This design comes from an exercise in tuning for small area and a short achievable clock period on the open sky130 flow, not from production work. Only simulation tests tie the RTL to the original design; equivalence was not proved. Power is estimated from default activity; no workload was simulated.

--- flow/config.mk ---
export PLATFORM = sky130hd
export DESIGN_NAME = alu_top
export DESIGN_NICKNAME = alu_top
export VERILOG_FILES = /design/flow/design.v
export SDC_FILE = /design/flow/constraint.sdc
export NUM_CORES = 4
export LEC_CHECK = 0
export CAP_MARGIN = 20
export CORE_MARGIN = 2
export CORE_UTILIZATION = 40
export SLEW_MARGIN = 20
--- flow/constraint.sdc ---
create_clock -name core_clock -period 7.5 [get_ports {clk_i}]
set_input_delay 1.5000 -clock core_clock [delete_from_list [all_inputs] [get_ports {clk_i}]]
set_output_delay 1.5000 -clock core_clock [all_outputs]
set_load 0.01 [all_outputs]
--- flow/design.v ---
package alu_op_pkg;
    localparam logic [6:0] cmd_add    = 7'd1;
    localparam logic [6:0] cmd_slt    = 7'd2;
    localparam logic [6:0] cmd_sltu   = 7'd3;
    localparam logic [6:0] cmd_xor    = 7'd4;
    localparam logic [6:0] cmd_or     = 7'd5;
    localparam logic [6:0] cmd_and    = 7'd6;
    localparam logic [6:0] cmd_sll    = 7'd7;
    localparam logic [6:0] cmd_srl    = 7'd8;
    localparam logic [6:0] cmd_sra    = 7'd9;
    localparam logic [6:0] cmd_sub    = 7'd10;
    localparam logic [6:0] cmd_andn   = 7'd64;
    localparam logic [6:0] cmd_clmul  = 7'd65;
    localparam logic [6:0] cmd_clmulh = 7'd66;
    localparam logic [6:0] cmd_clmulr = 7'd67;
    localparam logic [6:0] cmd_clz    = 7'd68;
    localparam logic [6:0] cmd_cpop   = 7'd69;
    localparam logic [6:0] cmd_ctz    = 7'd70;
    localparam logic [6:0] cmd_max    = 7'd71;
    localparam logic [6:0] cmd_maxu   = 7'd72;
    localparam logic [6:0] cmd_min    = 7'd73;
    localparam logic [6:0] cmd_minu   = 7'd74;
    localparam logic [6:0] cmd_orcb   = 7'd75;
    localparam logic [6:0] cmd_orn    = 7'd76;
    localparam logic [6:0] cmd_rev8   = 7'd77;
    localparam logic [6:0] cmd_rol    = 7'd78;
    localparam logic [6:0] cmd_ror    = 7'd79;
    localparam logic [6:0] cmd_bclr   = 7'd80;
    localparam logic [6:0] cmd_bext   = 7'd81;
    localparam logic [6:0] cmd_binv   = 7'd82;
    localparam logic [6:0] cmd_bset   = 7'd83;
    localparam logic [6:0] cmd_sextb  = 7'd84;
    localparam logic [6:0] cmd_sexth  = 7'd85;
    localparam logic [6:0] cmd_sh1add = 7'd86;
    localparam logic [6:0] cmd_sh2add = 7'd87;
    localparam logic [6:0] cmd_sh3add = 7'd88;
    localparam logic [6:0] cmd_xnor   = 7'd89;
    localparam logic [6:0] cmd_zexth  = 7'd90;
    typedef union packed {
        logic [6:0] raw;               
        struct packed {
            logic       b_ext;         
            logic [5:0] index;         
        } fields;
    } alu_cmd_u;
endpackage
package branch_pkg;
    localparam logic [2:0] br_none = 3'd0;    
    localparam logic [2:0] br_eq   = 3'd1;
    localparam logic [2:0] br_ne   = 3'd2;
    localparam logic [2:0] br_lt   = 3'd3;
    localparam logic [2:0] br_ge   = 3'd4;
endpackage
`timescale 1ns/1ps
import branch_pkg::*;
module compare_unit (
    input  logic [31:0] a,
    input  logic [31:0] b,
    input  logic        is_unsigned,
    input  logic [2:0]  zero_cmd_i,
    output logic        less,
    output logic        flag
);
    logic equal;
    assign less  = {a[31] ^ ~is_unsigned, a[30:0]} < {b[31] ^ ~is_unsigned, b[30:0]};
    assign equal = (a == b);
    always_comb begin
        case (zero_cmd_i)
            br_eq:   flag = equal;
            br_ne:   flag = ~equal;
            br_lt:   flag = less;
            br_ge:   flag = ~less;
            default: flag = 1'b0;
        endcase
    end
endmodule
`timescale 1ns/1ps
module base_int_unit (
    input  logic [31:0] a,
    input  logic [31:0] b,
    input  logic        sub,
    input  logic [3:0]  shn,       
    output logic [31:0] sum
);
    logic [31:0] ax, by;
    assign ax  = ({32{shn[0]}} & a) | ({32{shn[1]}} & {a[30:0], 1'b0}) |
                 ({32{shn[2]}} & {a[29:0], 2'b0}) | ({32{shn[3]}} & {a[28:0], 3'b0});
    assign by  = b ^ {32{sub}};
    assign sum = ax + by + {31'b0, sub};
endmodule
module popcount32 (
    input  logic [31:0] x,
    output logic [5:0]  y
);
    logic s1, c2, s3, c4, s5, c6, s7, c8, s9, c10, s11, c12, s13, c14, s15, c16, s17, c18, s19, c20, s21, c22, s23, c24, s25, c26, s27, c28, s29, c30, s31, c32, s33, c34, s35, c36, s37, c38, s39, c40, s41, c42, s43, c44, s45, c46, s47, c48, s49, c50, s51, c52, s53, c54, s55, c56, s57, c58, s59, c60, s61, c62;
    assign s1 = x[0] ^ x[1] ^ x[2];
    assign c2 = (x[0] & x[1]) | (x[0] & x[2]) | (x[1] & x[2]);
    assign s3 = x[3] ^ x[4] ^ x[5];
    assign c4 = (x[3] & x[4]) | (x[3] & x[5]) | (x[4] & x[5]);
    assign s5 = x[6] ^ x[7] ^ x[8];
    assign c6 = (x[6] & x[7]) | (x[6] & x[8]) | (x[7] & x[8]);
    assign s7 = x[9] ^ x[10] ^ x[11];
    assign c8 = (x[9] & x[10]) | (x[9] & x[11]) | (x[10] & x[11]);
    assign s9 = x[12] ^ x[13] ^ x[14];
    assign c10 = (x[12] & x[13]) | (x[12] & x[14]) | (x[13] & x[14]);
    assign s11 = x[15] ^ x[16] ^ x[17];
    assign c12 = (x[15] & x[16]) | (x[15] & x[17]) | (x[16] & x[17]);
    assign s13 = x[18] ^ x[19] ^ x[20];
    assign c14 = (x[18] & x[19]) | (x[18] & x[20]) | (x[19] & x[20]);
    assign s15 = x[21] ^ x[22] ^ x[23];
    assign c16 = (x[21] & x[22]) | (x[21] & x[23]) | (x[22] & x[23]);
    assign s17 = x[24] ^ x[25] ^ x[26];
    assign c18 = (x[24] & x[25]) | (x[24] & x[26]) | (x[25] & x[26]);
    assign s19 = x[27] ^ x[28] ^ x[29];
    assign c20 = (x[27] & x[28]) | (x[27] & x[29]) | (x[28] & x[29]);
    assign s21 = s1 ^ s3 ^ s5;
    assign c22 = (s1 & s3) | (s1 & s5) | (s3 & s5);
    assign s23 = s7 ^ s9 ^ s11;
    assign c24 = (s7 & s9) | (s7 & s11) | (s9 & s11);
    assign s25 = s13 ^ s15 ^ s17;
    assign c26 = (s13 & s15) | (s13 & s17) | (s15 & s17);
    assign s27 = s19 ^ x[30] ^ x[31];
    assign c28 = (s19 & x[30]) | (s19 & x[31]) | (x[30] & x[31]);
    assign s29 = c2 ^ c4 ^ c6;
    assign c30 = (c2 & c4) | (c2 & c6) | (c4 & c6);
    assign s31 = c8 ^ c10 ^ c12;
    assign c32 = (c8 & c10) | (c8 & c12) | (c10 & c12);
    assign s33 = c14 ^ c16 ^ c18;
    assign c34 = (c14 & c16) | (c14 & c18) | (c16 & c18);
    assign s35 = s21 ^ s23 ^ s25;
    assign c36 = (s21 & s23) | (s21 & s25) | (s23 & s25);
    assign s37 = c22 ^ c24 ^ c26;
    assign c38 = (c22 & c24) | (c22 & c26) | (c24 & c26);
    assign s39 = c28 ^ s29 ^ s31;
    assign c40 = (c28 & s29) | (c28 & s31) | (s29 & s31);
    assign s41 = c30 ^ c32 ^ c34;
    assign c42 = (c30 & c32) | (c30 & c34) | (c32 & c34);
    assign s43 = c36 ^ s37 ^ s39;
    assign c44 = (c36 & s37) | (c36 & s39) | (s37 & s39);
    assign s45 = c38 ^ c40 ^ s41;
    assign c46 = (c38 & c40) | (c38 & s41) | (c40 & s41);
    assign s47 = s43 ^ s33 ^ c20;
    assign c48 = (s43 & s33) | (s43 & c20) | (s33 & c20);
    assign s49 = c48 ^ c44 ^ s45;
    assign c50 = (c48 & c44) | (c48 & s45) | (c44 & s45);
    assign s51 = c50 ^ c46 ^ c42;
    assign c52 = (c50 & c46) | (c50 & c42) | (c46 & c42);
    assign s53 = s35 ^ s27;
    assign c54 = s35 & s27;
    assign s55 = s47 ^ c54;
    assign c56 = s47 & c54;
    assign s57 = s49 ^ c56;
    assign c58 = s49 & c56;
    assign s59 = s51 ^ c58;
    assign c60 = s51 & c58;
    assign s61 = c52 ^ c60;
    assign c62 = c52 & c60;
    assign y = {c62, s61, s59, s57, s55, s53};
endmodule
module lzc32 (
    input  logic [31:0] x,
    output logic [5:0]  y
);
    always_comb begin
        logic [15:0] v1; logic [15:0] p1;
        logic [7:0]  v2; logic [1:0] p2 [8];
        logic [3:0]  v3; logic [2:0] p3 [4];
        logic [1:0]  v4; logic [3:0] p4 [2];
        logic        v5; logic [4:0] p5;
        for (int i = 0; i < 16; i++) begin
            v1[i] = x[2*i+1] | x[2*i];
            p1[i] = ~x[2*i+1];
        end
        for (int i = 0; i < 8; i++) begin
            v2[i] = v1[2*i+1] | v1[2*i];
            p2[i] = v1[2*i+1] ? {1'b0, p1[2*i+1]} : {1'b1, p1[2*i]};
        end
        for (int i = 0; i < 4; i++) begin
            v3[i] = v2[2*i+1] | v2[2*i];
            p3[i] = v2[2*i+1] ? {1'b0, p2[2*i+1]} : {1'b1, p2[2*i]};
        end
        for (int i = 0; i < 2; i++) begin
            v4[i] = v3[2*i+1] | v3[2*i];
            p4[i] = v3[2*i+1] ? {1'b0, p3[2*i+1]} : {1'b1, p3[2*i]};
        end
        v5 = v4[1] | v4[0];
        p5 = v4[1] ? {1'b0, p4[1]} : {1'b1, p4[0]};
        y  = v5 ? {1'b0, p5} : 6'd32;
    end
endmodule
`timescale 1ns/1ps
module clmul_unit (
    input  logic [31:0] x,
    input  logic [31:0] y,
    output logic [31:0] p
);
    always_comb begin
        for (int k = 0; k < 32; k++) begin
            logic [31:0] t;
            t = '0;
            for (int i = 0; i <= k; i++) t[i] = x[i] & y[k-i];
            p[k] = ^t;
        end
    end
endmodule
`timescale 1ns/1ps
module bitmanip_unit (
    input  logic [31:0] x,
    input  logic [4:0]  sh,
    input  logic        is_rot,
    input  logic        fill,
    output logic [31:0] rot,
    output logic [31:0] shifted
);
    logic [31:0] tmask;
    always_comb begin
        rot = x;
        for (int k = 0; k < 5; k++)
            if (sh[k]) rot = (rot >> (1 << k)) | (rot << (32 - (1 << k)));
    end
    assign tmask   = 32'hffff_ffff >> sh;    
    assign shifted = (rot & (tmask | {32{is_rot}})) | ({32{fill}} & ~tmask);
endmodule
`timescale 1ns/1ps
module result_reg (
    input  logic        clk_i,
    input  logic [31:0] res,
    input  logic        flag,
    output logic [31:0] rd_data_o,
    output logic        zero_o
);
    always_ff @(posedge clk_i) begin
        rd_data_o <= res;
        zero_o    <= flag;
    end
endmodule
`timescale 1ns/1ps
import alu_op_pkg::*;
import branch_pkg::*;
module alu_top (
    input  logic        clk_i,
    input  logic        reset_i,
    input  logic [6:0]  alu_cmd_i,
    input  logic [2:0]  zero_cmd_i,
    input  logic [31:0] rs1_data_i,
    input  logic [31:0] rs2_data_i,
    output logic [31:0] rd_data_o,
    output logic        zero_o
);
    logic [31:0] a, b;
    logic [6:0]  c;
    logic [4:0]  sh;
    assign a  = rs1_data_i;
    assign b  = rs2_data_i;
    assign c  = alu_cmd_i;
    assign sh = b[4:0];
    logic op_add, op_slt, op_sltu, op_xor, op_or, op_and, op_sll, op_srl, op_sra, op_sub;
    logic op_andn, op_clmul, op_clmulh, op_clmulr, op_clz, op_cpop, op_ctz;
    logic op_max, op_maxu, op_min, op_minu, op_orcb, op_orn, op_rev8, op_rol, op_ror;
    logic op_bclr, op_bext, op_binv, op_bset, op_sextb, op_sexth;
    logic op_sh1, op_sh2, op_sh3, op_xnor, op_zexth;
    assign op_add    = c == cmd_add;
    assign op_slt    = c == cmd_slt;
    assign op_sltu   = c == cmd_sltu;
    assign op_xor    = c == cmd_xor;
    assign op_or     = c == cmd_or;
    assign op_and    = c == cmd_and;
    assign op_sll    = c == cmd_sll;
    assign op_srl    = c == cmd_srl;
    assign op_sra    = c == cmd_sra;
    assign op_sub    = c == cmd_sub;
    assign op_andn   = c == cmd_andn;
    assign op_clmul  = c == cmd_clmul;
    assign op_clmulh = c == cmd_clmulh;
    assign op_clmulr = c == cmd_clmulr;
    assign op_clz    = c == cmd_clz;
    assign op_cpop   = c == cmd_cpop;
    assign op_ctz    = c == cmd_ctz;
    assign op_max    = c == cmd_max;
    assign op_maxu   = c == cmd_maxu;
    assign op_min    = c == cmd_min;
    assign op_minu   = c == cmd_minu;
    assign op_orcb   = c == cmd_orcb;
    assign op_orn    = c == cmd_orn;
    assign op_rev8   = c == cmd_rev8;
    assign op_rol    = c == cmd_rol;
    assign op_ror    = c == cmd_ror;
    assign op_bclr   = c == cmd_bclr;
    assign op_bext   = c == cmd_bext;
    assign op_binv   = c == cmd_binv;
    assign op_bset   = c == cmd_bset;
    assign op_sextb  = c == cmd_sextb;
    assign op_sexth  = c == cmd_sexth;
    assign op_sh1    = c == cmd_sh1add;
    assign op_sh2    = c == cmd_sh2add;
    assign op_sh3    = c == cmd_sh3add;
    assign op_xnor   = c == cmd_xnor;
    assign op_zexth  = c == cmd_zexth;
    function automatic logic [31:0] rev32_(input logic [31:0] x);
        for (int i = 0; i < 32; i++) rev32_[i] = x[31-i];
    endfunction
    logic less, flag;
    compare_unit u_cmp (
        .a (a), .b (b),
        .is_unsigned (op_sltu | op_maxu | op_minu),
        .zero_cmd_i (zero_cmd_i),
        .less (less), .flag (flag)
    );
    logic [31:0] sum;
    base_int_unit u_add (
        .a (a), .b (b),
        .sub (~c[6] & c[3]),
        .shn ({c[6] & c[3], c[6] & c[0], c[6] & c[1] & ~c[0], ~c[6]}),
        .sum (sum)
    );
    logic        rev_sel;
    logic [31:0] ra, rb, rev_b;
    assign rev_sel = c[1] & ~(c[0] & c[3]);
    assign rev_b   = rev32_(b);
    assign ra      = rev_sel ? rev32_(a) : a;
    assign rb      = ~c[1] ? b : (c[0] ? rev_b : {rev_b[30:0], 1'b0});
    logic [31:0] rot, shifted;
    bitmanip_unit u_shift (
        .x (ra), .sh (sh),
        .is_rot (c[6]),
        .fill (~c[6] & c[3] & c[0] & a[31]),
        .rot (rot), .shifted (shifted)
    );
    logic [31:0] cl;
    clmul_unit u_clmul (.x (ra), .y (rb), .p (cl));
    logic [31:0] sx, sx_out;
    assign sx     = (~c[6] | c[3]) ? shifted : cl;    
    assign sx_out = rev_sel ? rev32_(sx) : sx;
    logic [5:0] lz, pc, cnt;
    lzc32      u_lzc (.x (ra), .y (lz));
    popcount32 u_pop (.x (a), .y (pc));
    assign cnt = c[0] ? pc : lz;    
    logic [31:0] bmask, y;
    assign bmask = 32'd1 << sh;
    assign y     = ((c[4] & ~c[3]) ? bmask : b) ^ {32{c[6] & ~c[1]}};
    logic r_sum, r_and, r_or, r_xor, r_sx, r_cnt, r_a, r_b, r_orcb, r_rev8;
    logic r_sextb, r_sexth, r_zexth, bit0, nr;
    assign nr      = ~reset_i;
    assign r_sum   = nr & (op_add | op_sub | op_sh1 | op_sh2 | op_sh3);
    assign r_and   = nr & (op_and | op_andn | op_bclr);
    assign r_or    = nr & (op_or | op_orn | op_bset);
    assign r_xor   = nr & (op_xor | op_xnor | op_binv);
    assign r_sx    = nr & (op_sll | op_srl | op_sra | op_rol | op_ror |
                           op_clmul | op_clmulh | op_clmulr);
    assign r_cnt   = nr & (op_clz | op_ctz | op_cpop);
    assign r_a     = nr & (((op_max | op_maxu) & ~less) | ((op_min | op_minu) & less));
    assign r_b     = nr & (((op_max | op_maxu) & less) | ((op_min | op_minu) & ~less));
    assign r_orcb  = nr & op_orcb;
    assign r_rev8  = nr & op_rev8;
    assign r_sextb = nr & op_sextb;
    assign r_sexth = nr & op_sexth;
    assign r_zexth = nr & op_zexth;
    assign bit0    = nr & (((op_slt | op_sltu) & less) | (op_bext & rot[0]));
    logic [31:0] orcb, rev8, ext, res;
    always_comb begin
        for (int i = 0; i < 4; i++) begin
            orcb[8*i +: 8] = {8{|a[8*i +: 8]}};
            rev8[8*i +: 8] = a[24-8*i +: 8];
        end
        ext[7:0]   = {8{r_sextb | r_sexth | r_zexth}} & a[7:0];
        ext[15:8]  = ({8{r_sexth | r_zexth}} & a[15:8]) | {8{r_sextb & a[7]}};
        ext[31:16] = {16{(r_sextb & a[7]) | (r_sexth & a[15])}};
    end
    assign res = ({32{r_sum}}  & sum)
               | ({32{r_and}}  & (a & y))
               | ({32{r_or}}   & (a | y))
               | ({32{r_xor}}  & (a ^ y))
               | ({32{r_sx}}   & sx_out)
               | ({32{r_cnt}}  & {26'b0, cnt})
               | ({32{r_a}}    & a)
               | ({32{r_b}}    & b)
               | ({32{r_orcb}} & orcb)
               | ({32{r_rev8}} & rev8)
               | ext
               | {31'b0, bit0};
    result_reg u_reg (
        .clk_i (clk_i), .res (res), .flag (nr & flag),
        .rd_data_o (rd_data_o), .zero_o (zero_o)
    );
endmodule
--- flow/run.sh ---
#!/bin/bash
# synth_recipe.tcl (not shown) runs the flow's synth.tcl, then flattens the netlist and writes it again
# the make line also repeats each setting of config.mk as NAME=value (left out here)
make -C /OpenROAD-flow-scripts/flow DESIGN_CONFIG=/design/flow/config.mk WORK_HOME=/design/flow/orfs CLKGATE_MAP_FILE= SYNTH_SCRIPT=/design/flow/synth_recipe.tcl finish
==> impl_metrics.prom, run 1 <==
# TYPE chip_impl_metric gauge
chip_impl_metric{name="ctsResizeCount",unit=""} 0
chip_impl_metric{name="globalRouteTotalUtil",unit="%"} 40.8
chip_impl_info{name="postSynth.topFlopCell",value="dfxtp_1"} 1
chip_impl_info{name="hold_path_class",value="in -> reg"} 1
chip_impl_metric{name="gp_routability_congestion",unit=""} 1.08
chip_impl_metric{name="powerDensity",unit="nW/µm²"} 182
chip_impl_metric{name="grt.overflow.total",unit=""} 0
chip_impl_metric{name="ctsLongestPathBuffers",unit=""} 2
chip_impl_metric{name="avgRoutedWirePerCell",unit="µm"} 30.7
chip_impl_metric{name="irDropWorstVdd",unit="µV"} 273
chip_impl_metric{name="max_cap_viol_count",unit=""} 0
chip_impl_info{name="cp_slowest_cell",value="clkdlybuf4s50_1"} 1
chip_impl_metric{name="num_io_pins",unit=""} 109
chip_impl_info{name="synth.most_common_cell",value="nor2_1"} 1
chip_impl_metric{name="path_clk_slew",unit="ns"} 0.07
chip_impl_info{name="grt.busiest_layer",value="met2"} 1
chip_impl_metric{name="drc",unit=""} 0
chip_impl_metric{name="vias",unit=""} 24153
chip_impl_metric{name="synth.yosys.warnings",unit=""} 9
chip_impl_metric{name="clk_sinks",unit=""} 33
chip_impl_metric{name="ant_nets",unit=""} 0
chip_impl_info{name="endpoint_kind",value="flop"} 1
chip_impl_metric{name="hold_violations",unit=""} 0
chip_impl_metric{name="yosys_register_bits",unit=""} 33
chip_impl_metric{name="first_iter_violations",unit=""} 3597
chip_impl_metric{name="synth.cell_area",unit="µm²"} 20700
chip_impl_metric{name="tightest_slew",unit="ns"} 1.17
chip_impl_metric{name="setup_tns_final",unit="ns"} 0
chip_impl_info{name="yosys-top-cells-count",value="653 x nor2_1, 438 x xnor2_1, 163 x nand2_1, 152 x clkbuf_1, 141 x inv_1"} 1
chip_impl_metric{name="timing.hold.worst_path_depth",unit=""} 2
chip_impl_metric{name="synth_async_sr_flop_share",unit="%"} 0
chip_impl_metric{name="cts-htree-levels",unit=""} 2
chip_impl_metric{name="maxSlewHeadroom",unit="%"} 21.6
chip_impl_info{name="grt_setup_unrepaired",value="false"} 1
chip_impl_metric{name="timing.critical_path.required",unit="ns"} 7.68
chip_impl_metric{name="dp_hpwl",unit="µm"} 82100
chip_impl_metric{name="floorplan.die_area",unit="µm²"} 53600
chip_impl_metric{name="core_area",unit="µm²"} 51200
chip_impl_info{name="hp-start",value="reset_i"} 1
chip_impl_metric{name="critPathMaxStageDelay",unit="ns"} 0.61
chip_impl_metric{name="final_worst_path_cycle_share",unit="%"} 90.9
chip_impl_metric{name="die_y_extent",unit="µm"} 231
chip_impl_metric{name="vias_per_cell",unit=""} 6.60
chip_impl_metric{name="detailedRoute.firstPassIterationCount",unit=""} 6
chip_impl_metric{name="start_util",unit="%"} 40.4
chip_impl_metric{name="setup-violations-final",unit=""} 0
chip_impl_metric{name="leakage",unit="nW"} 9.39
chip_impl_metric{name="synth_area_per_cell",unit="µm²"} 7.01
chip_impl_metric{name="grt_pass1_vias",unit=""} 22603
chip_impl_metric{name="layout.cell_area.non_filler",unit="µm²"} 23200
chip_impl_metric{name="post-synth-top-area-fraction",unit="%"} 18.5
chip_impl_metric{name="cp_data_arrival_time",unit="ns"} 7.00
chip_impl_metric{name="post_cts.repair.setup_buffers",unit=""} 0
chip_impl_metric{name="ys_types",unit=""} 85
chip_impl_info{name="cts_tree",value="done"} 1
chip_impl_metric{name="routed_wirelength",unit="µm"} 112000
chip_impl_metric{name="layout-drive-gt1-share",unit="%"} 11.2
chip_impl_info{name="worstSetupStartpointType",value="input port"} 1
chip_impl_metric{name="seq_area_frac_synth",unit="%"} 3.19
chip_impl_info{name="netlist_top_cells_area",value="xnor2_1 19%, nor2_1 12%, ha_1 8.2%"} 1
chip_impl_info{name="cell_by_cell_trace_of_the_critical_path",value="clkdlybuf4s50_1, fa_1, fa_1, inv_1, fa_1, fa_1, fa_1, fa_1, inv_1, fa_1, ha_1, ha_1, nand2_1, o21ai_0, a221o_1, a221oi_1, o21ai_0, a21o_1"} 1
chip_impl_metric{name="final.hold.worst_slack",unit="ns"} 1.82
chip_impl_metric{name="grt_use_met2",unit="%"} 60.8
chip_impl_metric{name="maximum_achievable_frequency",unit="MHz"} 147
chip_impl_metric{name="grt_antenna_before_repair",unit=""} 8
chip_impl_metric{name="placed_inst_area",unit="µm²"} 23100
chip_impl_info{name="destination_of_the_worst_hold_path",value="u_reg.zero_o"} 1
chip_impl_metric{name="synth_enable_flop_cells",unit=""} 0
chip_impl_metric{name="post_cts_hold_buffers",unit=""} 0
chip_impl_metric{name="placement.io_buffers",unit=""} 108
chip_impl_info{name="most_area_hungry_cell_type_in_the_yosys_netlist",value="xnor2_1"} 1
chip_impl_metric{name="grt_start_max_net_pins",unit=""} 53
chip_impl_metric{name="first_pass_grt_wire_length",unit="µm"} 161000
chip_impl_metric{name="timing.final.crit_period",unit="ns"} 6.82
chip_impl_metric{name="final-max-slew-violation-count",unit=""} 0
chip_impl_info{name="result_of_the_run",value="timing/DRC/antenna clean"} 1
chip_impl_metric{name="synthCells",unit=""} 2954
chip_impl_info{name="timing.setup.critical_path_class",value="in -> reg"} 1
chip_impl_metric{name="number_of_nets_in_the_final_layout",unit=""} 3214
chip_impl_metric{name="timing.critical_path.fanout_max",unit=""} 2
chip_impl_metric{name="cts_inserted_buffers",unit=""} 5
chip_impl_metric{name="grt_use_met3",unit="%"} 9.92
chip_impl_metric{name="syn-num-nets",unit=""} 3192
chip_impl_info{name="root_buffer",value="clkbuf_16"} 1
chip_impl_metric{name="groute.layer.met1.usage",unit="%"} 53.1
chip_impl_info{name="path_common_cell",value="fa_1"} 1
chip_impl_metric{name="die_w",unit="µm"} 231
chip_impl_metric{name="core.rowCount",unit=""} 83
chip_impl_metric{name="area_growth_syn_to_layout",unit="%"} 12.3
==> area by class of cell <==
cell class                 count  area [µm²]
multi-input combinational   2515       18700
clock inverter                 3        17.5
clock buffer                   5         125
fill                        5225       28000
timing repair buffer         278        2330
antenna                        3        7.51
sequential                    33         661
tap                          680         851
inverter                     143         537
==> layer usage <==
| layer | vias to the layer above | wire length, µm | share of wire, % |
|---|---|---|---|
| met5 | - | 73 | 0.065 |
| met4 | 10 | 7950 | 7.1 |
| met3 | 429 | 14400 | 13 |
| met2 | 1809 | 46800 | 42 |
| met1 | 11643 | 43100 | 38 |
| li1 | 10262 | - | - |
==> stage by stage <==
stage	total power (W)	setup WS (ns)	utilization, %	instances
3_5_place_dp	0.00382	0.404	45.1	3649
5_1_grt	0.00435	0.476	45.4	3658
2_1_floorplan	0.00245	1.36	-	2954
4_1_cts	0.00404	0.706	45.4	3657
6_report	0.00422	0.681	45.4	3660
3_3_place_gp	0.00380	0.456	45.1	3649
==> worst max-delay path, delay by kind of cell <==
kind	cells	cell delay, ns
AOI/OAI and AO/OA	5	0.94
adders and majority gates	9	3.72
buffers and inverters	3	0.73
and+or+nand+nor	1	0.09
==> flip-flops by register name (all words and copies together), names as in the netlist <==
register         count
u_reg.rd_data_o     32
u_reg.zero_o         1
==> placed cells by master (no fill, tap or decap), drive strengths merged, types with 21 or more instances in the layout <==
cell type / Yosys / routed
dfxtp: 33 / 33
a31oi: 25 / 25
o21ai: 105 / 105
a22oi: 76 / 76
a221o: 50 / 50
fa: 27 / 27
a221oi: 41 / 41
inv: 142 / 142
nand3: 42 / 42
buf: 111 / 178
nor2: 653 / 653
ha: 135 / 135
xnor2: 438 / 438
clkdlybuf4s50: 0 / 100
o211ai: 24 / 24
nand2: 163 / 163
mux2i: 109 / 109
nor3: 32 / 32
xor2: 113 / 113
o2111ai: 21 / 21
a21oi: 131 / 131
mux4: 44 / 44
mux2: 32 / 32
==> cells by family after synthesis <==
kind of cell	count (synthesis)	share of synthesized area, %
mux	185	12.0
xor+xnor	570	25.4
flops	33	3.19
fa+ha+maj	162	10.8
compound gates	613	20.8
buf+inv	406	8.08
simple gates	985	19.8
==> worst max path at each step <==
stage | startpoint | endpoint | slack [ns] | cells after the start
after floorplan | rs1_data_i[24] | u_reg.rd_data_o[4] | 1.36 | 17
after global placement | rs1_data_i[1] | u_reg.rd_data_o[4] | 0.46 | 18
after CTS | rs1_data_i[1] | u_reg.rd_data_o[4] | 0.71 | 18
final | rs1_data_i[1] | u_reg.rd_data_o[4] | 0.68 | 18
after global routing | rs1_data_i[1] | u_reg.rd_data_o[4] | 0.48 | 18
after detailed placement | rs1_data_i[1] | u_reg.rd_data_o[4] | 0.40 | 18
==> power by group <==
group | internal [W] | leakage, nW | switching, W | total (W)
clock network | 0.000122 | 0.0696 | 0.0000899 | 0.000212
registers | 0.000188 | 0.268 | 0.00000650 | 0.000195
logic | 0.00143 | 9.05 | 0.00238 | 0.00381
total | 0.00174 | 9.39 | 0.00248 | 0.00422
==> run 2: changes to the inputs <==
--- a/flow/design.v
+++ b/flow/design.v
@@ -82,80 +82,93 @@
     input  logic [3:0]  shn,       
     output logic [31:0] sum
 );
-    logic [31:0] ax, by;
+    logic [31:0] ax, by, g, p, G, P;
     assign ax  = ({32{shn[0]}} & a) | ({32{shn[1]}} & {a[30:0], 1'b0}) |
                  ({32{shn[2]}} & {a[29:0], 2'b0}) | ({32{shn[3]}} & {a[28:0], 3'b0});
     assign by  = b ^ {32{sub}};
-    assign sum = ax + by + {31'b0, sub};
+    always_comb begin
+        g = ax & by;
+        p = ax ^ by;
+        G = g;
+        P = p;
+        G[0] = g[0] | (p[0] & sub);
+        for (int k = 0; k < 5; k++)
+            for (int i = 0; i < 32; i++)
+                if (i[k]) begin
+                    G[i] = G[i] | (P[i] & G[((i >> k) << k) - 1]);
+                    P[i] = P[i] & P[((i >> k) << k) - 1];
+                end
+        sum = p ^ {G[30:0], sub};
+    end
 endmodule
 module popcount32 (
     input  logic [31:0] x,
     output logic [5:0]  y
 );
-    logic s1, c2, s3, c4, s5, c6, s7, c8, s9, c10, s11, c12, s13, c14, s15, c16, s17, c18, s19, c20, s21, c22, s23, c24, s25, c26, s27, c28, s29, c30, s31, c32, s33, c34, s35, c36, s37, c38, s39, c40, s41, c42, s43, c44, s45, c46, s47, c48, s49, c50, s51, c52, s53, c54, s55, c56, s57, c58, s59, c60, s61, c62;
-    assign s1 = x[0] ^ x[1] ^ x[2];
-    assign c2 = (x[0] & x[1]) | (x[0] & x[2]) | (x[1] & x[2]);
-    assign s3 = x[3] ^ x[4] ^ x[5];
-    assign c4 = (x[3] & x[4]) | (x[3] & x[5]) | (x[4] & x[5]);
-    assign s5 = x[6] ^ x[7] ^ x[8];
-    assign c6 = (x[6] & x[7]) | (x[6] & x[8]) | (x[7] & x[8]);
-    assign s7 = x[9] ^ x[10] ^ x[11];
-    assign c8 = (x[9] & x[10]) | (x[9] & x[11]) | (x[10] & x[11]);
-    assign s9 = x[12] ^ x[13] ^ x[14];
-    assign c10 = (x[12] & x[13]) | (x[12] & x[14]) | (x[13] & x[14]);
-    assign s11 = x[15] ^ x[16] ^ x[17];
-    assign c12 = (x[15] & x[16]) | (x[15] & x[17]) | (x[16] & x[17]);
-    assign s13 = x[18] ^ x[19] ^ x[20];
-    assign c14 = (x[18] & x[19]) | (x[18] & x[20]) | (x[19] & x[20]);
-    assign s15 = x[21] ^ x[22] ^ x[23];
-    assign c16 = (x[21] & x[22]) | (x[21] & x[23]) | (x[22] & x[23]);
-    assign s17 = x[24] ^ x[25] ^ x[26];
-    assign c18 = (x[24] & x[25]) | (x[24] & x[26]) | (x[25] & x[26]);
-    assign s19 = x[27] ^ x[28] ^ x[29];
-    assign c20 = (x[27] & x[28]) | (x[27] & x[29]) | (x[28] & x[29]);
-    assign s21 = s1 ^ s3 ^ s5;
-    assign c22 = (s1 & s3) | (s1 & s5) | (s3 & s5);
-    assign s23 = s7 ^ s9 ^ s11;
-    assign c24 = (s7 & s9) | (s7 & s11) | (s9 & s11);
-    assign s25 = s13 ^ s15 ^ s17;
-    assign c26 = (s13 & s15) | (s13 & s17) | (s15 & s17);
-    assign s27 = s19 ^ x[30] ^ x[31];
-    assign c28 = (s19 & x[30]) | (s19 & x[31]) | (x[30] & x[31]);
-    assign s29 = c2 ^ c4 ^ c6;
-    assign c30 = (c2 & c4) | (c2 & c6) | (c4 & c6);
-    assign s31 = c8 ^ c10 ^ c12;
-    assign c32 = (c8 & c10) | (c8 & c12) | (c10 & c12);
-    assign s33 = c14 ^ c16 ^ c18;
-    assign c34 = (c14 & c16) | (c14 & c18) | (c16 & c18);
-    assign s35 = s21 ^ s23 ^ s25;
-    assign c36 = (s21 & s23) | (s21 & s25) | (s23 & s25);
-    assign s37 = c22 ^ c24 ^ c26;
-    assign c38 = (c22 & c24) | (c22 & c26) | (c24 & c26);
-    assign s39 = c28 ^ s29 ^ s31;
-    assign c40 = (c28 & s29) | (c28 & s31) | (s29 & s31);
-    assign s41 = c30 ^ c32 ^ c34;
-    assign c42 = (c30 & c32) | (c30 & c34) | (c32 & c34);
-    assign s43 = c36 ^ s37 ^ s39;
-    assign c44 = (c36 & s37) | (c36 & s39) | (s37 & s39);
-    assign s45 = c38 ^ c40 ^ s41;
-    assign c46 = (c38 & c40) | (c38 & s41) | (c40 & s41);
-    assign s47 = s43 ^ s33 ^ c20;
-    assign c48 = (s43 & s33) | (s43 & c20) | (s33 & c20);
-    assign s49 = c48 ^ c44 ^ s45;
-    assign c50 = (c48 & c44) | (c48 & s45) | (c44 & s45);
-    assign s51 = c50 ^ c46 ^ c42;
-    assign c52 = (c50 & c46) | (c50 & c42) | (c46 & c42);
-    assign s53 = s35 ^ s27;
-    assign c54 = s35 & s27;
-    assign s55 = s47 ^ c54;
-    assign c56 = s47 & c54;
-    assign s57 = s49 ^ c56;
-    assign c58 = s49 & c56;
-    assign s59 = s51 ^ c58;
-    assign c60 = s51 & c58;
-    assign s61 = c52 ^ c60;
-    assign c62 = c52 & c60;
-    assign y = {c62, s61, s59, s57, s55, s53};
+    logic s32, c33, s36, c37, s40, c41, s44, c45, s48, c49, s52, c53, s56, c57, s60, c61, s64, c65, s68, c69, s72, c73, s76, c77, s80, c81, s84, c85, s88, c89, s92, c93, s96, c97, s100, c101, s104, c105, s108, c109, s112, c113, s116, c117, s120, c121, s124, c125, s128, c129, s132, c133, s136, c137, s140, c141, s144, c145, s148, c149, s152, c153;
+    assign s32 = x[0] ^ x[1] ^ x[2];
+    assign c33 = ((x[0] ^ x[1]) & x[2]) | (~(x[0] ^ x[1]) & x[0]);
+    assign s36 = x[3] ^ x[4] ^ x[5];
+    assign c37 = ((x[3] ^ x[4]) & x[5]) | (~(x[3] ^ x[4]) & x[3]);
+    assign s40 = x[6] ^ x[7] ^ x[8];
+    assign c41 = ((x[6] ^ x[7]) & x[8]) | (~(x[6] ^ x[7]) & x[6]);
+    assign s44 = x[9] ^ x[10] ^ x[11];
+    assign c45 = ((x[9] ^ x[10]) & x[11]) | (~(x[9] ^ x[10]) & x[9]);
+    assign s48 = x[12] ^ x[13] ^ x[14];
+    assign c49 = ((x[12] ^ x[13]) & x[14]) | (~(x[12] ^ x[13]) & x[12]);
+    assign s52 = x[15] ^ x[16] ^ x[17];
+    assign c53 = ((x[15] ^ x[16]) & x[17]) | (~(x[15] ^ x[16]) & x[15]);
+    assign s56 = x[18] ^ x[19] ^ x[20];
+    assign c57 = ((x[18] ^ x[19]) & x[20]) | (~(x[18] ^ x[19]) & x[18]);
+    assign s60 = x[21] ^ x[22] ^ x[23];
+    assign c61 = ((x[21] ^ x[22]) & x[23]) | (~(x[21] ^ x[22]) & x[21]);
+    assign s64 = x[24] ^ x[25] ^ x[26];
+    assign c65 = ((x[24] ^ x[25]) & x[26]) | (~(x[24] ^ x[25]) & x[24]);
+    assign s68 = x[27] ^ x[28] ^ x[29];
+    assign c69 = ((x[27] ^ x[28]) & x[29]) | (~(x[27] ^ x[28]) & x[27]);
+    assign s72 = x[30] ^ x[31] ^ s32;
+    assign c73 = ((x[30] ^ x[31]) & s32) | (~(x[30] ^ x[31]) & x[30]);
+    assign s76 = s36 ^ s40 ^ s44;
+    assign c77 = ((s36 ^ s40) & s44) | (~(s36 ^ s40) & s36);
+    assign s80 = s48 ^ s52 ^ s56;
+    assign c81 = ((s48 ^ s52) & s56) | (~(s48 ^ s52) & s48);
+    assign s84 = s60 ^ s64 ^ s68;
+    assign c85 = ((s60 ^ s64) & s68) | (~(s60 ^ s64) & s60);
+    assign s88 = s72 ^ s76 ^ s80;
+    assign c89 = ((s72 ^ s76) & s80) | (~(s72 ^ s76) & s72);
+    assign s92 = s84 ^ s88;
+    assign c93 = s84 & s88;
+    assign s96 = c33 ^ c37 ^ c41;
+    assign c97 = ((c33 ^ c37) & c41) | (~(c33 ^ c37) & c33);
+    assign s100 = c45 ^ c49 ^ c53;
+    assign c101 = ((c45 ^ c49) & c53) | (~(c45 ^ c49) & c45);
+    assign s104 = c57 ^ c61 ^ c65;
+    assign c105 = ((c57 ^ c61) & c65) | (~(c57 ^ c61) & c57);
+    assign s108 = c69 ^ c73 ^ c77;
+    assign c109 = ((c69 ^ c73) & c77) | (~(c69 ^ c73) & c69);
+    assign s112 = c81 ^ c85 ^ s96;
+    assign c113 = ((c81 ^ c85) & s96) | (~(c81 ^ c85) & c81);
+    assign s116 = s100 ^ s104 ^ c89;
+    assign c117 = ((s100 ^ s104) & c89) | (~(s100 ^ s104) & s100);
+    assign s120 = s108 ^ s112 ^ c93;
+    assign c121 = ((s108 ^ s112) & c93) | (~(s108 ^ s112) & s108);
+    assign s124 = s116 ^ s120;
+    assign c125 = s116 & s120;
+    assign s128 = c97 ^ c101 ^ c105;
+    assign c129 = ((c97 ^ c101) & c105) | (~(c97 ^ c101) & c97);
+    assign s132 = c109 ^ c113 ^ s128;
+    assign c133 = ((c109 ^ c113) & s128) | (~(c109 ^ c113) & c109);
+    assign s136 = c117 ^ s132 ^ c121;
+    assign c137 = ((c117 ^ s132) & c121) | (~(c117 ^ s132) & c117);
+    assign s140 = c125 ^ s136;
+    assign c141 = c125 & s136;
+    assign s144 = c129 ^ c133 ^ c137;
+    assign c145 = ((c129 ^ c133) & c137) | (~(c129 ^ c133) & c129);
+    assign s148 = c141 ^ s144;
+    assign c149 = c141 & s144;
+    assign s152 = c145 ^ c149;
+    assign c153 = c145 & c149;
+    assign y = {c153, s152, s148, s140, s124, s92};
 endmodule
 module lzc32 (
     input  logic [31:0] x,
--- a/flow/config.mk
+++ b/flow/config.mk
@@ -8,4 +8,5 @@
 export CAP_MARGIN = 20
 export CORE_MARGIN = 2
 export CORE_UTILIZATION = 40
+export SETUP_SLACK_MARGIN = 2.5
 export SLEW_MARGIN = 20
==> impl_metrics.prom, run 2 <==
# TYPE chip_impl_metric gauge
chip_impl_info{name="yosys-top-cells-count",value="584 x nor2_1, 486 x xnor2_1, 182 x nand2_1, 150 x a21oi_1, 141 x mux2i_1"} 1
chip_impl_metric{name="cp_data_arrival_time",unit="ns"} 5.38
chip_impl_metric{name="clock_power_share",unit="%"} 4.8
chip_impl_metric{name="timing.hold.worst_path_depth",unit=""} 3
chip_impl_info{name="result_of_the_run",value="timing/DRC/antenna clean"} 1
chip_impl_metric{name="final-instance-count-excl-fill",unit=""} 3758
chip_impl_metric{name="path_clk_slew",unit="ns"} 0.06
chip_impl_metric{name="core.rowCount",unit=""} 83
chip_impl_info{name="layout_commonest_cell",value="nor2_1"} 1
chip_impl_metric{name="start_util",unit="%"} 40.4
chip_impl_metric{name="critical_path_buf_inv_count",unit=""} 6
chip_impl_metric{name="setup_tns_final",unit="ns"} 0
chip_impl_metric{name="routed_wirelength",unit="µm"} 124000
chip_impl_metric{name="synth_async_sr_flop_share",unit="%"} 0
chip_impl_metric{name="synth_area_per_cell",unit="µm²"} 7.09
chip_impl_metric{name="first_iter_violations",unit=""} 4170
chip_impl_info{name="cp_slowest_cell",value="dlygate4sd2_1"} 1
chip_impl_metric{name="grt_pass1_vias",unit=""} 23440
chip_impl_metric{name="design_power_total",unit="W"} 0.00462
chip_impl_metric{name="ctsLongestPathBuffers",unit=""} 2
chip_impl_metric{name="sequential_cell_area",unit="µm²"} 661
chip_impl_metric{name="ant_nets",unit=""} 0
chip_impl_metric{name="detailedRoute.firstPassIterationCount",unit=""} 7
chip_impl_metric{name="synth_enable_flop_cells",unit=""} 0
chip_impl_metric{name="cts-htree-levels",unit=""} 2
chip_impl_metric{name="multi_input_combinational_cell_area",unit="µm²"} 19700
chip_impl_info{name="synth.most_common_cell",value="nor2_1"} 1
chip_impl_metric{name="yosys_register_bits",unit=""} 33
chip_impl_metric{name="die_y_extent",unit="µm"} 231
chip_impl_info{name="cpLargestDelayFamily",value="buffers and inverters"} 1
chip_impl_metric{name="hold_violations",unit=""} 0
chip_impl_metric{name="tightest_slew",unit="ns"} 1.14
chip_impl_metric{name="synth.cell_area",unit="µm²"} 20700
chip_impl_info{name="endpoint_kind",value="flop"} 1
chip_impl_metric{name="maximum_achievable_frequency",unit="MHz"} 191
chip_impl_metric{name="timing.final.crit_period",unit="ns"} 5.22
chip_impl_info{name="netlist_top_cells_area",value="xnor2_1 21%, nor2_1 11%, ha_1 8.2%"} 1
chip_impl_metric{name="num_io_pins",unit=""} 109
chip_impl_metric{name="fillers",unit=""} 5037
chip_impl_metric{name="timing.critical_path.required",unit="ns"} 7.66
chip_impl_metric{name="post-synth-top-area-fraction",unit="%"} 20.6
chip_impl_info{name="hold_path_class",value="in -> reg"} 1
chip_impl_metric{name="first_pass_grt_wire_length",unit="µm"} 173000
chip_impl_info{name="layout.cells.most_common_list",value="578 x nor2_1, 460 x xnor2_1, 247 x buf_4, 179 x nand2_1, 132 x a21oi_1"} 1
chip_impl_info{name="top_flop_regs",value="u_reg.rd_data_o (32), u_reg.zero_o (1)"} 1
chip_impl_metric{name="numPlacedInstances",unit=""} 3624
chip_impl_metric{name="grt.overflow.total",unit=""} 0
chip_impl_info{name="timing.setup.critical_path_class",value="in -> reg"} 1
chip_impl_metric{name="dp_hpwl",unit="µm"} 88300
chip_impl_metric{name="synth.yosys.warnings",unit=""} 10
chip_impl_metric{name="vias",unit=""} 25638
chip_impl_info{name="grt_setup_unrepaired",value="true"} 1
chip_impl_metric{name="cts_inserted_buffers",unit=""} 5
chip_impl_metric{name="power.internal",unit="W"} 0.00206
chip_impl_metric{name="synthCells",unit=""} 2916
chip_impl_metric{name="core_area",unit="µm²"} 51200
chip_impl_info{name="worstSetupStartpointType",value="input port"} 1
chip_impl_metric{name="ys_types",unit=""} 92
chip_impl_info{name="path_common_cell",value="buf_6"} 1
chip_impl_metric{name="seq_area_frac_synth",unit="%"} 3.19
chip_impl_metric{name="max_cap_viol_count",unit=""} 0
chip_impl_metric{name="area_growth_syn_to_layout",unit="%"} 24.0
chip_impl_metric{name="power.switching",unit="W"} 0.00256
chip_impl_metric{name="powerDensity",unit="nW/µm²"} 180
chip_impl_metric{name="syn-num-nets",unit=""} 3132
chip_impl_metric{name="clk_sinks",unit=""} 33
chip_impl_metric{name="placement.io_buffers",unit=""} 108
chip_impl_metric{name="drc",unit=""} 0
chip_impl_info{name="root_buffer",value="clkbuf_16"} 1
chip_impl_info{name="most_area_hungry_cell_type_in_the_yosys_netlist",value="xnor2_1"} 1
chip_impl_metric{name="grt_antenna_before_repair",unit=""} 11
chip_impl_metric{name="netSwitchingFraction",unit="%"} 55.4
chip_impl_metric{name="floorplan.die_area",unit="µm²"} 53500
chip_impl_metric{name="die_w",unit="µm"} 231
chip_impl_metric{name="setup-violations-final",unit=""} 0
chip_impl_metric{name="layout-drive-gt1-share",unit="%"} 19.9
chip_impl_metric{name="critical_path_cell_count",unit=""} 15
chip_impl_metric{name="largest_reg_flops",unit=""} 32
chip_impl_metric{name="layout.core_utilization",unit="%"} 50.1
chip_impl_metric{name="critPathMaxStageDelay",unit="ns"} 0.61
chip_impl_info{name="largest-register",value="u_reg.rd_data_o"} 1
chip_impl_metric{name="vias_per_cell",unit=""} 6.82
chip_impl_info{name="cell_by_cell_trace_of_the_critical_path",value="dlygate4sd2_1, inv_1, ha_1, nand4_1, or3_1, nand3b_1, o2111ai_4, buf_6, mux2i_4, nor2b_4, buf_12, buf_6, buf_4, a221oi_4, o21ai_1"} 1
chip_impl_metric{name="power.combinational.fraction",unit="%"} 90.8
chip_impl_metric{name="maxSlewHeadroom",unit="%"} 21.7
chip_impl_metric{name="final_worst_path_cycle_share",unit="%"} 69.6
chip_impl_metric{name="irDropWorstVdd",unit="µV"} 339
chip_impl_metric{name="leakage",unit="nW"} 10.5
chip_impl_info{name="cts_tree",value="done"} 1
chip_impl_info{name="postSynth.topFlopCell",value="dfxtp_1"} 1
chip_impl_metric{name="final-max-slew-violation-count",unit=""} 0
chip_impl_metric{name="avgRoutedWirePerCell",unit="µm"} 32.9
chip_impl_metric{name="globalRouteTotalUtil",unit="%"} 44.5
chip_impl_metric{name="seq_power_share",unit="%"} 4.4
chip_impl_metric{name="gp_routability_congestion",unit=""} 1.09
chip_impl_metric{name="grt_start_max_net_pins",unit=""} 66
chip_impl_metric{name="number_of_nets_in_the_final_layout",unit=""} 3289
chip_impl_metric{name="timing.critical_path.fanout_max",unit=""} 6
run 2: cell types whose count changed in the layout (fill, tap and decap cells not counted), sizes merged, moves of 22 or more:
cell           before  now
xor2              113   68
mux2i             109  154
xnor2             438  487
clkdlybuf4s50     100   41
inv               142  106
fa                 27    5
buf               178  316
nor2              653  585
run 2: repair_timing:
action,4_1_cts,5_1_grt
resized for setup,321,121
pin swaps,37,28
hold buffers,0,0
endpoints found under the setup margin,33,32
gates cloned,3,3
setup buffers,87,29
run 2: final cells by class:
cell class | count | area share [%]
antenna | 4 | 0.0390
clock buffer | 5 | 0.488
clock inverter | 3 | 0.0683
inverter | 117 | 1.92
multi-input combinational | 2512 | 76.9
sequential | 33 | 2.57
tap | 680 | 3.32
timing repair buffer | 404 | 14.7
run 2: per-layer routing:
layer	vias to the layer above	part of all wire [%]	wire (µm)	global-route usage, %
li1	10544	-	-	-
met1	12225	37	45500	57.0
met2	2293	40	49500	64.2
met3	558	16	19200	15.8
met4	18	7.4	9090	24.9
met5	-	0.10	127	0
run 2: logic make-up (layout without fill, tap and decap cells):
| kind of cell | Yosys count | count (layout) | share of synthesized area, % |
|---|---|---|---|
| muxes | 205 | 205 | 12.3 |
| and+or+nand+nor | 912 | 914 | 18.2 |
| xor gates and xnor gates | 579 | 579 | 26.2 |
| AOI/OAI and AO/OA | 663 | 664 | 23.0 |
| buffers and inverters | 374 | 529 | 7.97 |
| other | 0 | 4 | 0 |
| adders and majority gates | 150 | 150 | 9.13 |
| DFF | 33 | 33 | 3.19 |
run 2: through the flow:
step	instance area, µm²	setup slack [ns]	hold WS, ns
floorplan	21000	2.22	1.62
global placement	23100	0.674	2.09
detailed placement	23100	0.766	2.10
CTS	24900	2.46	1.72
global route	25600	2.29	1.66
finish	25700	2.28	1.68
run 2: power groups by stage:
stage	sequential [W]	clock [W]	combinational, W
after floorplan	0.000205	0	0.00232
after global placement	0.000207	0	0.00358
after detailed placement	0.000207	0	0.00359
after CTS	0.000203	0.000222	0.00385
after global routing	0.000203	0.000232	0.00433
final	0.000203	0.000223	0.00419
run 2: path summary, 6_finish.rpt:
check	slack [ns]	endpoint	startpoint
worst max-delay path	2.28	u_reg.rd_data_o[3]	rs2_data_i[19]
worst min-delay path	1.68	u_reg.rd_data_o[31]	rs1_data_i[31]
==> run 3: changes to the inputs <==
--- a/flow/design.v
+++ b/flow/design.v
@@ -101,74 +101,42 @@
         sum = p ^ {G[30:0], sub};
     end
 endmodule
-module popcount32 (
-    input  logic [31:0] x,
-    output logic [5:0]  y
+module popcount16 (
+    input  logic [15:0] x,
+    output logic [4:0]  y
 );
-    logic s32, c33, s36, c37, s40, c41, s44, c45, s48, c49, s52, c53, s56, c57, s60, c61, s64, c65, s68, c69, s72, c73, s76, c77, s80, c81, s84, c85, s88, c89, s92, c93, s96, c97, s100, c101, s104, c105, s108, c109, s112, c113, s116, c117, s120, c121, s124, c125, s128, c129, s132, c133, s136, c137, s140, c141, s144, c145, s148, c149, s152, c153;
-    assign s32 = x[0] ^ x[1] ^ x[2];
-    assign c33 = ((x[0] ^ x[1]) & x[2]) | (~(x[0] ^ x[1]) & x[0]);
-    assign s36 = x[3] ^ x[4] ^ x[5];
-    assign c37 = ((x[3] ^ x[4]) & x[5]) | (~(x[3] ^ x[4]) & x[3]);
-    assign s40 = x[6] ^ x[7] ^ x[8];
-    assign c41 = ((x[6] ^ x[7]) & x[8]) | (~(x[6] ^ x[7]) & x[6]);
-    assign s44 = x[9] ^ x[10] ^ x[11];
-    assign c45 = ((x[9] ^ x[10]) & x[11]) | (~(x[9] ^ x[10]) & x[9]);
-    assign s48 = x[12] ^ x[13] ^ x[14];
-    assign c49 = ((x[12] ^ x[13]) & x[14]) | (~(x[12] ^ x[13]) & x[12]);
-    assign s52 = x[15] ^ x[16] ^ x[17];
-    assign c53 = ((x[15] ^ x[16]) & x[17]) | (~(x[15] ^ x[16]) & x[15]);
-    assign s56 = x[18] ^ x[19] ^ x[20];
-    assign c57 = ((x[18] ^ x[19]) & x[20]) | (~(x[18] ^ x[19]) & x[18]);
-    assign s60 = x[21] ^ x[22] ^ x[23];
-    assign c61 = ((x[21] ^ x[22]) & x[23]) | (~(x[21] ^ x[22]) & x[21]);
-    assign s64 = x[24] ^ x[25] ^ x[26];
-    assign c65 = ((x[24] ^ x[25]) & x[26]) | (~(x[24] ^ x[25]) & x[24]);
-    assign s68 = x[27] ^ x[28] ^ x[29];
-    assign c69 = ((x[27] ^ x[28]) & x[29]) | (~(x[27] ^ x[28]) & x[27]);
-    assign s72 = x[30] ^ x[31] ^ s32;
-    assign c73 = ((x[30] ^ x[31]) & s32) | (~(x[30] ^ x[31]) & x[30]);
-    assign s76 = s36 ^ s40 ^ s44;
-    assign c77 = ((s36 ^ s40) & s44) | (~(s36 ^ s40) & s36);
-    assign s80 = s48 ^ s52 ^ s56;
-    assign c81 = ((s48 ^ s52) & s56) | (~(s48 ^ s52) & s48);
-    assign s84 = s60 ^ s64 ^ s68;
-    assign c85 = ((s60 ^ s64) & s68) | (~(s60 ^ s64) & s60);
-    assign s88 = s72 ^ s76 ^ s80;
-    assign c89 = ((s72 ^ s76) & s80) | (~(s72 ^ s76) & s72);
-    assign s92 = s84 ^ s88;
-    assign c93 = s84 & s88;
-    assign s96 = c33 ^ c37 ^ c41;
-    assign c97 = ((c33 ^ c37) & c41) | (~(c33 ^ c37) & c33);
-    assign s100 = c45 ^ c49 ^ c53;
-    assign c101 = ((c45 ^ c49) & c53) | (~(c45 ^ c49) & c45);
-    assign s104 = c57 ^ c61 ^ c65;
-    assign c105 = ((c57 ^ c61) & c65) | (~(c57 ^ c61) & c57);
-    assign s108 = c69 ^ c73 ^ c77;
-    assign c109 = ((c69 ^ c73) & c77) | (~(c69 ^ c73) & c69);
-    assign s112 = c81 ^ c85 ^ s96;
-    assign c113 = ((c81 ^ c85) & s96) | (~(c81 ^ c85) & c81);
-    assign s116 = s100 ^ s104 ^ c89;
-    assign c117 = ((s100 ^ s104) & c89) | (~(s100 ^ s104) & s100);
-    assign s120 = s108 ^ s112 ^ c93;
-    assign c121 = ((s108 ^ s112) & c93) | (~(s108 ^ s112) & s108);
-    assign s124 = s116 ^ s120;
-    assign c125 = s116 & s120;
-    assign s128 = c97 ^ c101 ^ c105;
-    assign c129 = ((c97 ^ c101) & c105) | (~(c97 ^ c101) & c97);
-    assign s132 = c109 ^ c113 ^ s128;
-    assign c133 = ((c109 ^ c113) & s128) | (~(c109 ^ c113) & c109);
-    assign s136 = c117 ^ s132 ^ c121;
-    assign c137 = ((c117 ^ s132) & c121) | (~(c117 ^ s132) & c117);
-    assign s140 = c125 ^ s136;
-    assign c141 = c125 & s136;
-    assign s144 = c129 ^ c133 ^ c137;
-    assign c145 = ((c129 ^ c133) & c137) | (~(c129 ^ c133) & c129);
-    assign s148 = c141 ^ s144;
-    assign c149 = c141 & s144;
-    assign s152 = c145 ^ c149;
-    assign c153 = c145 & c149;
-    assign y = {c153, s152, s148, s140, s124, s92};
+    logic s16, c17, s20, c21, s24, c25, s28, c29, s32, c33, s36, c37, s40, c41, s44, c45, s48, c49, s52, c53, s56, c57, s60, c61, s64, c65, s68, c69, s72, c73;
+    assign s16 = x[0] ^ x[1] ^ x[2];
+    assign c17 = ((x[0] ^ x[1]) & x[2]) | (~(x[0] ^ x[1]) & x[0]);
+    assign s20 = x[3] ^ x[4] ^ x[5];
+    assign c21 = ((x[3] ^ x[4]) & x[5]) | (~(x[3] ^ x[4]) & x[3]);
+    assign s24 = x[6] ^ x[7] ^ x[8];
+    assign c25 = ((x[6] ^ x[7]) & x[8]) | (~(x[6] ^ x[7]) & x[6]);
+    assign s28 = x[9] ^ x[10] ^ x[11];
+    assign c29 = ((x[9] ^ x[10]) & x[11]) | (~(x[9] ^ x[10]) & x[9]);
+    assign s32 = x[12] ^ x[13] ^ x[14];
+    assign c33 = ((x[12] ^ x[13]) & x[14]) | (~(x[12] ^ x[13]) & x[12]);
+    assign s36 = x[15] ^ s16 ^ s20;
+    assign c37 = ((x[15] ^ s16) & s20) | (~(x[15] ^ s16) & x[15]);
+    assign s40 = s24 ^ s28 ^ s32;
+    assign c41 = ((s24 ^ s28) & s32) | (~(s24 ^ s28) & s24);
+    assign s44 = s36 ^ s40;
+    assign c45 = s36 & s40;
+    assign s48 = c17 ^ c21 ^ c25;
+    assign c49 = ((c17 ^ c21) & c25) | (~(c17 ^ c21) & c17);
+    assign s52 = c29 ^ c33 ^ c37;
+    assign c53 = ((c29 ^ c33) & c37) | (~(c29 ^ c33) & c29);
+    assign s56 = c41 ^ s48 ^ c45;
+    assign c57 = ((c41 ^ s48) & c45) | (~(c41 ^ s48) & c41);
+    assign s60 = s52 ^ s56;
+    assign c61 = s52 & s56;
+    assign s64 = c49 ^ c53 ^ c57;
+    assign c65 = ((c49 ^ c53) & c57) | (~(c49 ^ c53) & c49);
+    assign s68 = c61 ^ s64;
+    assign c69 = c61 & s64;
+    assign s72 = c65 ^ c69;
+    assign c73 = c65 & c69;
+    assign y = {c73, s72, s68, s60, s44};
 endmodule
 module lzc32 (
     input  logic [31:0] x,
@@ -237,15 +205,32 @@
 `timescale 1ns/1ps
 module result_reg (
     input  logic        clk_i,
-    input  logic [31:0] res,
-    input  logic        flag,
+    input  logic [31:0] main_i,
+    input  logic [31:0] sx_i,
+    input  logic        rev_i,
+    input  logic [5:0]  cnt_x_i,
+    input  logic [4:0]  cnt_y_i,
+    input  logic        flag_i,
     output logic [31:0] rd_data_o,
     output logic        zero_o
 );
+    logic [31:0] main_q, sx_q, sx_out;
+    logic        rev_q;
+    logic [5:0]  cnt_x_q, cnt;
+    logic [4:0]  cnt_y_q;
     always_ff @(posedge clk_i) begin
-        rd_data_o <= res;
-        zero_o    <= flag;
+        main_q  <= main_i;
+        sx_q    <= sx_i;
+        rev_q   <= rev_i;
+        cnt_x_q <= cnt_x_i;
+        cnt_y_q <= cnt_y_i;
+        zero_o  <= flag_i;
+    end
+    always_comb begin
+        for (int i = 0; i < 32; i++) sx_out[i] = rev_q ? sx_q[31-i] : sx_q[i];
     end
+    assign cnt       = cnt_x_q + {1'b0, cnt_y_q};
+    assign rd_data_o = main_q | sx_out | {26'b0, cnt};
 endmodule
 `timescale 1ns/1ps
 import alu_op_pkg::*;
@@ -341,13 +326,11 @@
     );
     logic [31:0] cl;
     clmul_unit u_clmul (.x (ra), .y (rb), .p (cl));
-    logic [31:0] sx, sx_out;
-    assign sx     = (~c[6] | c[3]) ? shifted : cl;    
-    assign sx_out = rev_sel ? rev32_(sx) : sx;
-    logic [5:0] lz, pc, cnt;
+    logic [5:0] lz, cnt_x;
+    logic [4:0] pc_lo, pc_hi, cnt_y;
     lzc32      u_lzc (.x (ra), .y (lz));
-    popcount32 u_pop (.x (a), .y (pc));
-    assign cnt = c[0] ? pc : lz;    
+    popcount16 u_pop_lo (.x (a[15:0]),  .y (pc_lo));
+    popcount16 u_pop_hi (.x (a[31:16]), .y (pc_hi));
     logic [31:0] bmask, y;
     assign bmask = 32'd1 << sh;
     assign y     = ((c[4] & ~c[3]) ? bmask : b) ^ {32{c[6] & ~c[1]}};
@@ -369,7 +352,7 @@
     assign r_sexth = nr & op_sexth;
     assign r_zexth = nr & op_zexth;
     assign bit0    = nr & (((op_slt | op_sltu) & less) | (op_bext & rot[0]));
-    logic [31:0] orcb, rev8, ext, res;
+    logic [31:0] orcb, rev8, ext, main_res, sx;
     always_comb begin
         for (int i = 0; i < 4; i++) begin
             orcb[8*i +: 8] = {8{|a[8*i +: 8]}};
@@ -379,20 +362,24 @@
         ext[15:8]  = ({8{r_sexth | r_zexth}} & a[15:8]) | {8{r_sextb & a[7]}};
         ext[31:16] = {16{(r_sextb & a[7]) | (r_sexth & a[15])}};
     end
-    assign res = ({32{r_sum}}  & sum)
-               | ({32{r_and}}  & (a & y))
-               | ({32{r_or}}   & (a | y))
-               | ({32{r_xor}}  & (a ^ y))
-               | ({32{r_sx}}   & sx_out)
-               | ({32{r_cnt}}  & {26'b0, cnt})
-               | ({32{r_a}}    & a)
-               | ({32{r_b}}    & b)
-               | ({32{r_orcb}} & orcb)
-               | ({32{r_rev8}} & rev8)
-               | ext
-               | {31'b0, bit0};
+    assign main_res = ({32{r_sum}}  & sum)
+                    | ({32{r_and}}  & (a & y))
+                    | ({32{r_or}}   & (a | y))
+                    | ({32{r_xor}}  & (a ^ y))
+                    | ({32{r_a}}    & a)
+                    | ({32{r_b}}    & b)
+                    | ({32{r_orcb}} & orcb)
+                    | ({32{r_rev8}} & rev8)
+                    | ext
+                    | {31'b0, bit0};
+    assign sx    = ({32{r_sx & (~c[6] | c[3])}} & shifted) | ({32{r_sx & ~(~c[6] | c[3])}} & cl);
+    assign cnt_x = {6{r_cnt}} & (c[0] ? {1'b0, pc_lo} : lz);    
+    assign cnt_y = {5{r_cnt & c[0]}} & pc_hi;
     result_reg u_reg (
-        .clk_i (clk_i), .res (res), .flag (nr & flag),
+        .clk_i (clk_i),
+        .main_i (main_res), .sx_i (sx), .rev_i (rev_sel),
+        .cnt_x_i (cnt_x), .cnt_y_i (cnt_y),
+        .flag_i (nr & flag),
         .rd_data_o (rd_data_o), .zero_o (zero_o)
     );
 endmodule
--- a/flow/config.mk
+++ b/flow/config.mk
@@ -8,5 +8,5 @@
 export CAP_MARGIN = 20
 export CORE_MARGIN = 2
 export CORE_UTILIZATION = 40
-export SETUP_SLACK_MARGIN = 2.5
+export SETUP_SLACK_MARGIN = 3.0
 export SLEW_MARGIN = 20
==> impl_metrics.prom, run 3 <==
# TYPE chip_impl_metric gauge
chip_impl_info{name="result_of_the_run",value="timing/DRC/antenna clean"} 1
chip_impl_metric{name="synth.yosys.warnings",unit=""} 10
chip_impl_info{name="endpoint_kind",value="flop"} 1
chip_impl_metric{name="first_pass_grt_wire_length",unit="µm"} 147000
chip_impl_metric{name="critPathMaxStageDelay",unit="ns"} 0.93
chip_impl_metric{name="grt_start_max_net_pins",unit=""} 62
chip_impl_info{name="cpLargestDelayFamily",value="multiplexers"} 1
chip_impl_metric{name="die_y_extent",unit="µm"} 233
chip_impl_metric{name="max_cap_viol_count",unit=""} 0
chip_impl_metric{name="grt.overflow.total",unit=""} 0
chip_impl_metric{name="timing.final.crit_period",unit="ns"} 4.61
chip_impl_metric{name="setup-violations-final",unit=""} 0
chip_impl_metric{name="vias",unit=""} 23406
chip_impl_metric{name="vias_per_cell",unit=""} 6.31
chip_impl_info{name="postSynth.topFlopCell",value="dfxtp_1"} 1
chip_impl_metric{name="cts-htree-levels",unit=""} 3
chip_impl_metric{name="synth_area_per_cell",unit="µm²"} 7.19
chip_impl_metric{name="seq_area_frac_synth",unit="%"} 7.33
chip_impl_info{name="hold_path_class",value="in -> reg"} 1
chip_impl_metric{name="maximum_achievable_frequency",unit="MHz"} 217
chip_impl_metric{name="syn-num-nets",unit=""} 3148
chip_impl_metric{name="grt_antenna_before_repair",unit=""} 2
chip_impl_info{name="yosys-top-cells-count",value="651 x nor2_1, 486 x xnor2_1, 148 x mux2i_1, 143 x ha_1, 129 x xor2_1"} 1
chip_impl_metric{name="number_of_nets_in_the_final_layout",unit=""} 3240
chip_impl_metric{name="avgRoutedWirePerCell",unit="µm"} 27.5
chip_impl_info{name="most_area_hungry_cell_type_in_the_yosys_netlist",value="xnor2_1"} 1
chip_impl_metric{name="area_growth_syn_to_layout",unit="%"} 21.8
chip_impl_metric{name="final_worst_path_cycle_share",unit="%"} 61.5
chip_impl_info{name="path_common_cell",value="xnor2_1"} 1
chip_impl_info{name="top_flop_regs",value="u_reg.main_q (32), u_reg.sx_q (32), u_reg.cnt_x_q (6)"} 1
chip_impl_metric{name="globalRouteTotalUtil",unit="%"} 36.1
chip_impl_info{name="layout_commonest_cell",value="nor2_1"} 1
chip_impl_metric{name="clk_sinks",unit=""} 77
chip_impl_metric{name="post-synth-top-area-fraction",unit="%"} 20.2
[run 3: repair_timing]
item | 4_1_cts | 5_1_grt
cloned | 12 | 5
setup endpoints to repair | 75 | 59
setup buffers | 68 | 40
gates resized for setup | 233 | 122
pin swaps | 26 | 38
[run 3: worst min-delay path, stage by stage]
cell      delay, ns
clkbuf_2       0.26
a221oi_2       0.09
o21ai_0        0.08
[run 3: layer usage]
layer,GRT usage [%],vias up,routed length (µm)
met1,46.1,11170,38800
met2,54.8,1665,43000
met5,0,-,0
met4,23.0,0,8070
met3,7.80,384,12200
li1,-,10187,-
[run 3: cells by family (layout without fill, tap and decap cells)]
family | after synthesis | after routing | share of synthesized area [%]
adder cells (fa/ha/maj) | 151 | 151 | 9.18
flip-flops | 77 | 77 | 7.33
multiplexers | 223 | 230 | 12.7
AND/OR/NAND/NOR | 933 | 936 | 18.6
buffers and inverters | 376 | 463 | 7.78
AO/OA/AOI/OAI | 546 | 546 | 18.5
other | 0 | 2 | 0
XOR/XNOR | 617 | 617 | 25.8
[run 3: area by class of cell]
type | instances | area [µm²] | area share (%)
multi-input cells | 2480 | 19100 | 74.6
repair buffers | 319 | 3270 | 12.8
flip-flops and latches | 77 | 1550 | 6.03
well taps | 688 | 861 | 3.36
inverters | 127 | 510 | 1.99
clock buffers | 10 | 239 | 0.933
clock inverters | 6 | 71.3 | 0.279
repair inverters | 1 | 8.76 | 0.0342
diodes | 2 | 5.00 | 0.0195
[run 3: worst paths after layout]
path	from	end	slack [ns]
worst max-delay path	rs2_data_i[20]	u_reg.sx_q[31]	2.89
worst min-delay path	rs2_data_i[28]	u_reg.main_q[28]	1.63
[run 3: stage by stage]
step / util [%] / instance area, µm² / setup slack [ns] / total power (W) / hold WS, ns
finish: 49.0 / 25600 / 2.89 / 0.00439 / 1.63
global route: 49.0 / 25600 / 2.93 / 0.00454 / 1.63
CTS: 47.5 / 24800 / 3.00 / 0.00415 / 1.73
detailed placement: 44.1 / 23000 / 1.49 / 0.00349 / 2.14
global placement: 43.9 / 22900 / 1.59 / 0.00345 / 2.14
floorplan: - / 21300 / 2.82 / 0.00253 / 1.57
[run 3: report_power, final]
| group | leakage [nW] | switching, W | total, W | internal (W) |
|---|---|---|---|---|
| Combinational | 9.92 | 0.00204 | 0.00347 | 0.00144 |
| Clock | 0.151 | 0.000201 | 0.000471 | 0.000270 |
| Sequential | 0.623 | 0.0000169 | 0.000440 | 0.000424 |

==> static timing again, ports no longer ideal <==
No port has a modelled driver above. Below, the same layouts with a new extraction and two added sets of constraints. Step 1 (the two cells are an assumption about what drives the block):
set clk [get_ports {clk_i}]
set_driving_cell -lib_cell sky130_fd_sc_hd__clkbuf_16 $clk
set_driving_cell -lib_cell sky130_fd_sc_hd__buf_2 [delete_from_list [all_inputs] $clk]
Step 2, shift: input delay + t, output delay - t, t = (earliest + latest rising clock arrival at the registers) / 2. This alone moves slack from input paths to output paths. Slacks: no drivers / after step 1 / after step 2; pairs: no drivers / after step 1.
| run | t (ns) | setup WS [ns] | worst hold slack (ns) | slew at the worst register clock pin (ns) | cell pins on the clock port's net |
|---|---|---|---|---|---|
| run 1 | 0.333 | 0.681 / 0.701 / 0.368 | 1.817 / 1.794 / 2.127 | 0.07 / 0.07 | 1 |
| run 2 | 0.342 | 2.277 / 2.296 / 1.955 | 1.683 / 1.662 / 2.004 | 0.07 / 0.07 | 1 |
| run 3 | 0.387 | 2.888 / 2.849 / 2.462 | 1.628 / 1.629 / 2.015 | 0.08 / 0.08 | 1 |
After both steps setup and hold are still met in every run listed. For run 3, which loses most, drivers alone change the setup slack by -0.039 ns; drivers and shift together by -0.426 ns.
